Background: an optimization exercise with open tools, aiming at small area, a short achievable clock period and few clock cycles per item. Do not read the settings as production practice. Power and IR drop assume default switching activity.

==> flow/design.v (excerpt) <==
module inode_cache_lru #(
   parameter int SLOTS = icl_pkg::DEFAULT_SLOTS
) (
   input  logic                        clock,
   input  logic                        reset,
   input  logic                        req_valid,
   output logic                        req_ready,
   input  logic [icl_pkg::OP_W-1:0]    req_op,
   input  logic [icl_pkg::KEY_W-1:0]   req_key,
   output logic                        rsp_valid,
   input  logic                        rsp_ready,
   output logic [icl_pkg::STATUS_W-1:0] rsp_status,
   output logic                        rsp_hit,
   output logic [icl_pkg::SLOT_W-1:0]  rsp_slot,
   output logic                        rsp_evicted,
   output logic [icl_pkg::KEY_W-1:0]   rsp_evicted_key,
   input  logic                        csr_wr_en,
   input  logic [icl_pkg::COUNT_W-1:0] csr_wr_data
);
Size: ~1700 cells after synthesis, about 510 flip-flops, ~66 I/O pins, ~22000 um2 of cells after synthesis.
==> module inode_cache_lru, before the edit <==
module inode_cache_lru #(
   parameter int SLOTS = icl_pkg::DEFAULT_SLOTS
) (
   input  logic                        clock,
   input  logic                        reset,
   input  logic                        req_valid,
   output logic                        req_ready,
   input  logic [icl_pkg::OP_W-1:0]    req_op,
   input  logic [icl_pkg::KEY_W-1:0]   req_key,
   output logic                        rsp_valid,
   input  logic                        rsp_ready,
   output logic [icl_pkg::STATUS_W-1:0] rsp_status,
   output logic                        rsp_hit,
   output logic [icl_pkg::SLOT_W-1:0]  rsp_slot,
   output logic                        rsp_evicted,
   output logic [icl_pkg::KEY_W-1:0]   rsp_evicted_key,
   input  logic                        csr_wr_en,
   input  logic [icl_pkg::COUNT_W-1:0] csr_wr_data
);
   localparam int KW = icl_pkg::KEY_W;
   localparam int SW = icl_pkg::SLOT_W;
   localparam int RW = icl_pkg::STATUS_W + 1 + SW + 1 + KW;
   logic [KW-1:0]        key_ff [SLOTS];
   logic [SLOTS-1:0]     valid_ff;
   logic [SLOTS-1:0]     newer_ff [SLOTS];
   logic [icl_pkg::COUNT_W-1:0] inode_count_ff;
   logic                 r_valid_ff;
   logic [icl_pkg::OP_W-1:0] r_op_ff;
   logic [KW-1:0]        r_key_ff;
   logic                 e_valid_ff;
   logic [icl_pkg::OP_W-1:0] e_op_ff;
   logic [KW-1:0]        e_key_ff;
   logic [SLOTS-1:0]     e_eq_ff;
   logic                 e_range_ff;
   logic                 o0_valid_ff, o1_valid_ff;
   logic [RW-1:0]        o0_ff, o1_ff;
   logic                 adv, exec;
   logic                 is_lookup, is_put, is_remove;
   logic [SLOTS-1:0]     r_eq, d_eq;
   logic                 r_same;
   logic [SLOTS-1:0]     match, first_inv, lru, alt, sel, wr;
   logic                 found, has_inv;
   logic [SW-1:0]        match_idx, alt_idx;
   logic [KW-1:0]        lru_key;
   logic [icl_pkg::STATUS_W-1:0] res_status;
   logic                 res_hit;
   logic [SW-1:0]        res_slot;
   logic                 res_evicted;
   assign adv       = !o1_valid_ff;
   assign req_ready = adv;
   assign exec      = adv && e_valid_ff;
   always_comb begin
      for (int i = 0; i < SLOTS; i++) begin
         r_eq[i] = (key_ff[i] == r_key_ff);
         d_eq[i] = wr[i] ? r_same : r_eq[i];
      end
   end
   assign r_same = (r_key_ff == e_key_ff);
   assign is_lookup = (e_op_ff == icl_pkg::OP_LOOKUP);
   assign is_put    = (e_op_ff == icl_pkg::OP_PUT);
   assign is_remove = (e_op_ff == icl_pkg::OP_REMOVE);
   always_comb begin
      for (int i = 0; i < SLOTS; i++) begin
         match[i] = valid_ff[i] && e_eq_ff[i];
         first_inv[i] = !valid_ff[i];
         for (int k = 0; k < i; k++)
            if (!valid_ff[k]) first_inv[i] = 1'b0;
         lru[i] = 1'b1;
         for (int k = 0; k < SLOTS; k++) begin
            if (k < i && !newer_ff[k][i]) lru[i] = 1'b0;
            if (k > i && newer_ff[i][k])  lru[i] = 1'b0;
         end
      end
      found   = |match;
      has_inv = !(&valid_ff);
      alt     = has_inv ? first_inv : lru;
      match_idx = '0;
      alt_idx   = '0;
      lru_key   = '0;
      for (int i = 0; i < SLOTS; i++) begin
         if (match[i]) match_idx = match_idx | SW'(i);
         if (alt[i])   alt_idx   = alt_idx | SW'(i);
         if (lru[i])   lru_key   = lru_key | key_ff[i];
      end
   end
   assign sel = (exec && is_put) ? (found ? match : alt) : '0;
   assign wr  = (exec && is_put && !found) ? alt : '0;
   always_comb begin
      res_status  = icl_pkg::ST_OK;
      res_hit     = 1'b0;
      res_slot    = '0;
      res_evicted = 1'b0;
      if (is_lookup) begin
         if (!e_range_ff) begin
            res_status = icl_pkg::ST_RANGE;
         end else if (found) begin
            res_hit  = 1'b1;
            res_slot = match_idx;
         end else begin
            res_status = icl_pkg::ST_ABSENT;
         end
      end else if (is_put) begin
         res_hit     = found;
         res_slot    = found ? match_idx : alt_idx;
         res_evicted = !found && !has_inv;
      end else if (is_remove) begin
         if (found) begin
            res_hit  = 1'b1;
            res_slot = match_idx;
         end else begin
            res_status = icl_pkg::ST_ABSENT;
         end
      end
   end
   always_ff @(posedge clock) begin
      for (int i = 0; i < SLOTS; i++) begin
         if (wr[i]) key_ff[i] <= e_key_ff;
         for (int j = i + 1; j < SLOTS; j++) begin
            if (sel[i])      newer_ff[i][j] <= 1'b1;
            else if (sel[j]) newer_ff[i][j] <= 1'b0;
         end
      end
   end
   always_ff @(posedge clock) begin
      if (reset) begin
         valid_ff       <= '0;
         inode_count_ff <= icl_pkg::INODE_COUNT_RESET;
         r_valid_ff     <= 1'b0;
         e_valid_ff     <= 1'b0;
         o0_valid_ff    <= 1'b0;
         o1_valid_ff    <= 1'b0;
      end else begin
         if (csr_wr_en) inode_count_ff <= csr_wr_data;
         for (int i = 0; i < SLOTS; i++) begin
            if (wr[i]) valid_ff[i] <= 1'b1;
            else if (exec && is_remove && match[i]) valid_ff[i] <= 1'b0;
         end
         if (adv) begin
            r_valid_ff <= req_valid;
            e_valid_ff <= r_valid_ff;
         end
         if (!o0_valid_ff || rsp_ready) o0_valid_ff <= o1_valid_ff || exec;
         if (o1_valid_ff) begin
            if (rsp_ready) o1_valid_ff <= 1'b0;
         end else begin
            o1_valid_ff <= exec && o0_valid_ff && !rsp_ready;
         end
      end
   end
   always_ff @(posedge clock) begin
      if (adv) begin
         r_op_ff    <= req_op;
         r_key_ff   <= req_key;
         e_op_ff    <= r_op_ff;
         e_key_ff   <= r_key_ff;
         e_eq_ff    <= d_eq;
         e_range_ff <= ({1'b0, r_key_ff} < inode_count_ff);
      end
   end
   always_ff @(posedge clock) begin
      if (!o1_valid_ff) o1_ff <= {res_status, res_hit, res_slot, res_evicted, lru_key};
      if (!o0_valid_ff || rsp_ready)
         o0_ff <= o1_valid_ff ? o1_ff : {res_status, res_hit, res_slot, res_evicted, lru_key};
   end
   assign rsp_valid = o0_valid_ff;
   assign {rsp_status, rsp_hit, rsp_slot, rsp_evicted} = o0_ff[RW-1:KW];
   assign rsp_evicted_key = rsp_evicted ? o0_ff[KW-1:0] : '0;
endmodule
Settings: LEC_CHECK=0, ABC_CLOCK_PERIOD_IN_PS=2000, CAP_MARGIN=20, CORE_MARGIN=2, CORE_UTILIZATION=40, SETUP_SLACK_MARGIN=2.5, SLEW_MARGIN=20; clock period 5.0 ns.
run.sh (not shown) runs the stock make flow with config.mk's settings and CLKGATE_MAP_FILE= SYNTH_SCRIPT=/design/flow/synth_recipe.tcl, a recipe that flattens the netlist after the stock synthesis.
Edit:
--- a/flow/design.v
+++ b/flow/design.v
@@ -54,7 +54,4 @@
    logic [SLOTS-1:0]     newer_ff [SLOTS];
    logic [icl_pkg::COUNT_W-1:0] inode_count_ff;
-   logic                 r_valid_ff;
-   logic [icl_pkg::OP_W-1:0] r_op_ff;
-   logic [KW-1:0]        r_key_ff;
    logic                 e_valid_ff;
    logic [icl_pkg::OP_W-1:0] e_op_ff;
@@ -62,14 +59,16 @@
    logic [SLOTS-1:0]     e_eq_ff;
    logic                 e_range_ff;
-   logic                 o0_valid_ff, o1_valid_ff;
+   logic                 o0_valid_ff, o1_valid_ff, ready_ff;
    logic [RW-1:0]        o0_ff, o1_ff;
    logic                 adv, exec;
    logic                 is_lookup, is_put, is_remove;
-   logic [SLOTS-1:0]     r_eq, d_eq;
-   logic                 r_same;
+   logic [SLOTS-1:0]     d_eq;
+   logic                 d_same;
    logic [SLOTS-1:0]     match, first_inv, lru, alt, sel, wr;
    logic                 found, has_inv;
    logic [SW-1:0]        match_idx, alt_idx;
    logic [KW-1:0]        lru_key;
+   logic                 o1_next;
+   logic [RW-1:0]        res;
    logic [icl_pkg::STATUS_W-1:0] res_status;
    logic                 res_hit;
@@ -77,13 +76,11 @@
    logic                 res_evicted;
    assign adv       = !o1_valid_ff;
-   assign req_ready = adv;
+   assign req_ready = ready_ff;
    assign exec      = adv && e_valid_ff;
+   assign d_same = (req_key == e_key_ff);
    always_comb begin
-      for (int i = 0; i < SLOTS; i++) begin
-         r_eq[i] = (key_ff[i] == r_key_ff);
-         d_eq[i] = wr[i] ? r_same : r_eq[i];
-      end
+      for (int i = 0; i < SLOTS; i++)
+         d_eq[i] = wr[i] ? d_same : (key_ff[i] == req_key);
    end
-   assign r_same = (r_key_ff == e_key_ff);
    assign is_lookup = (e_op_ff == icl_pkg::OP_LOOKUP);
    assign is_put    = (e_op_ff == icl_pkg::OP_PUT);
@@ -142,4 +139,5 @@
       end
    end
+   assign res = {res_status, res_hit, res_slot, res_evicted, res_evicted ? lru_key : '0};
    always_ff @(posedge clock) begin
       for (int i = 0; i < SLOTS; i++) begin
@@ -151,12 +149,13 @@
       end
    end
+   assign o1_next = o1_valid_ff ? !rsp_ready : (exec && o0_valid_ff && !rsp_ready);
    always_ff @(posedge clock) begin
       if (reset) begin
          valid_ff       <= '0;
          inode_count_ff <= icl_pkg::INODE_COUNT_RESET;
-         r_valid_ff     <= 1'b0;
          e_valid_ff     <= 1'b0;
          o0_valid_ff    <= 1'b0;
          o1_valid_ff    <= 1'b0;
+         ready_ff       <= 1'b1;
       end else begin
          if (csr_wr_en) inode_count_ff <= csr_wr_data;
@@ -165,33 +164,23 @@
             else if (exec && is_remove && match[i]) valid_ff[i] <= 1'b0;
          end
-         if (adv) begin
-            r_valid_ff <= req_valid;
-            e_valid_ff <= r_valid_ff;
-         end
+         if (adv) e_valid_ff <= req_valid;
          if (!o0_valid_ff || rsp_ready) o0_valid_ff <= o1_valid_ff || exec;
-         if (o1_valid_ff) begin
-            if (rsp_ready) o1_valid_ff <= 1'b0;
-         end else begin
-            o1_valid_ff <= exec && o0_valid_ff && !rsp_ready;
-         end
+         o1_valid_ff <= o1_next;
+         ready_ff    <= !o1_next;
       end
    end
    always_ff @(posedge clock) begin
       if (adv) begin
-         r_op_ff    <= req_op;
-         r_key_ff   <= req_key;
-         e_op_ff    <= r_op_ff;
-         e_key_ff   <= r_key_ff;
+         e_op_ff    <= req_op;
+         e_key_ff   <= req_key;
          e_eq_ff    <= d_eq;
-         e_range_ff <= ({1'b0, r_key_ff} < inode_count_ff);
+         e_range_ff <= ({1'b0, req_key} < inode_count_ff);
       end
    end
    always_ff @(posedge clock) begin
-      if (!o1_valid_ff) o1_ff <= {res_status, res_hit, res_slot, res_evicted, lru_key};
-      if (!o0_valid_ff || rsp_ready)
-         o0_ff <= o1_valid_ff ? o1_ff : {res_status, res_hit, res_slot, res_evicted, lru_key};
+      if (!o1_valid_ff) o1_ff <= res;
+      if (!o0_valid_ff || rsp_ready) o0_ff <= o1_valid_ff ? o1_ff : res;
    end
    assign rsp_valid = o0_valid_ff;
-   assign {rsp_status, rsp_hit, rsp_slot, rsp_evicted} = o0_ff[RW-1:KW];
-   assign rsp_evicted_key = rsp_evicted ? o0_ff[KW-1:0] : '0;
+   assign {rsp_status, rsp_hit, rsp_slot, rsp_evicted, rsp_evicted_key} = o0_ff;
 endmodule
=> The changed run finished with timing, DRC and antenna clean. Global-route usage is lower by 1.6 points. Sequential power fell by about 4%. Flip-flop and latch count fell by 18. Synthesized cell count is higher by 0.47%. Wire length came out lower by 6.8%. Cell area shrinks by 3.8%. Count of clock-buffer cells in the layout is lower by 18. Sequential share of layout area came out lower by 0.11 points. Clock skew is about the same. Non-clock buffer count decreases by 27. Critical path depth rises by 5. Worst hold slack improves by 0.026 ns.
No run of this note included a check of the RTL's function; only the layout flow was run.

-- static timing again, ports no longer ideal --
Ports are ideal in the flow. The routed layouts listed here were re-timed in OpenROAD. Step 1 (the two cells are an assumption about what drives the block):
set clk [get_ports {clock}]
set_driving_cell -lib_cell sky130_fd_sc_hd__clkbuf_16 $clk
set_driving_cell -lib_cell sky130_fd_sc_hd__buf_2 [delete_from_list [all_inputs] $clk]
Step 2 moves the port delays by t, midway between the first and last clock arrival at a register: inputs arrive t later, outputs are due t later. That takes back most of the time a late clock gives input paths. Three values: ideal, step 1, step 2; two values: the first two.
run | shift t [ns] | setup WS [ns] | worst setup path after step 2 | cell pins on the clock port's net
the first run | 0.670 | 2.388 / 2.326 / 2.364 | input to register | 1
the second run | 0.667 | 2.476 / 2.475 / 1.875 | input to register | 1
After both steps setup and hold are still met in every run listed. The setup slack of the second run, which loses most, moves by -0.001 ns with the drivers and by -0.601 ns with both steps.
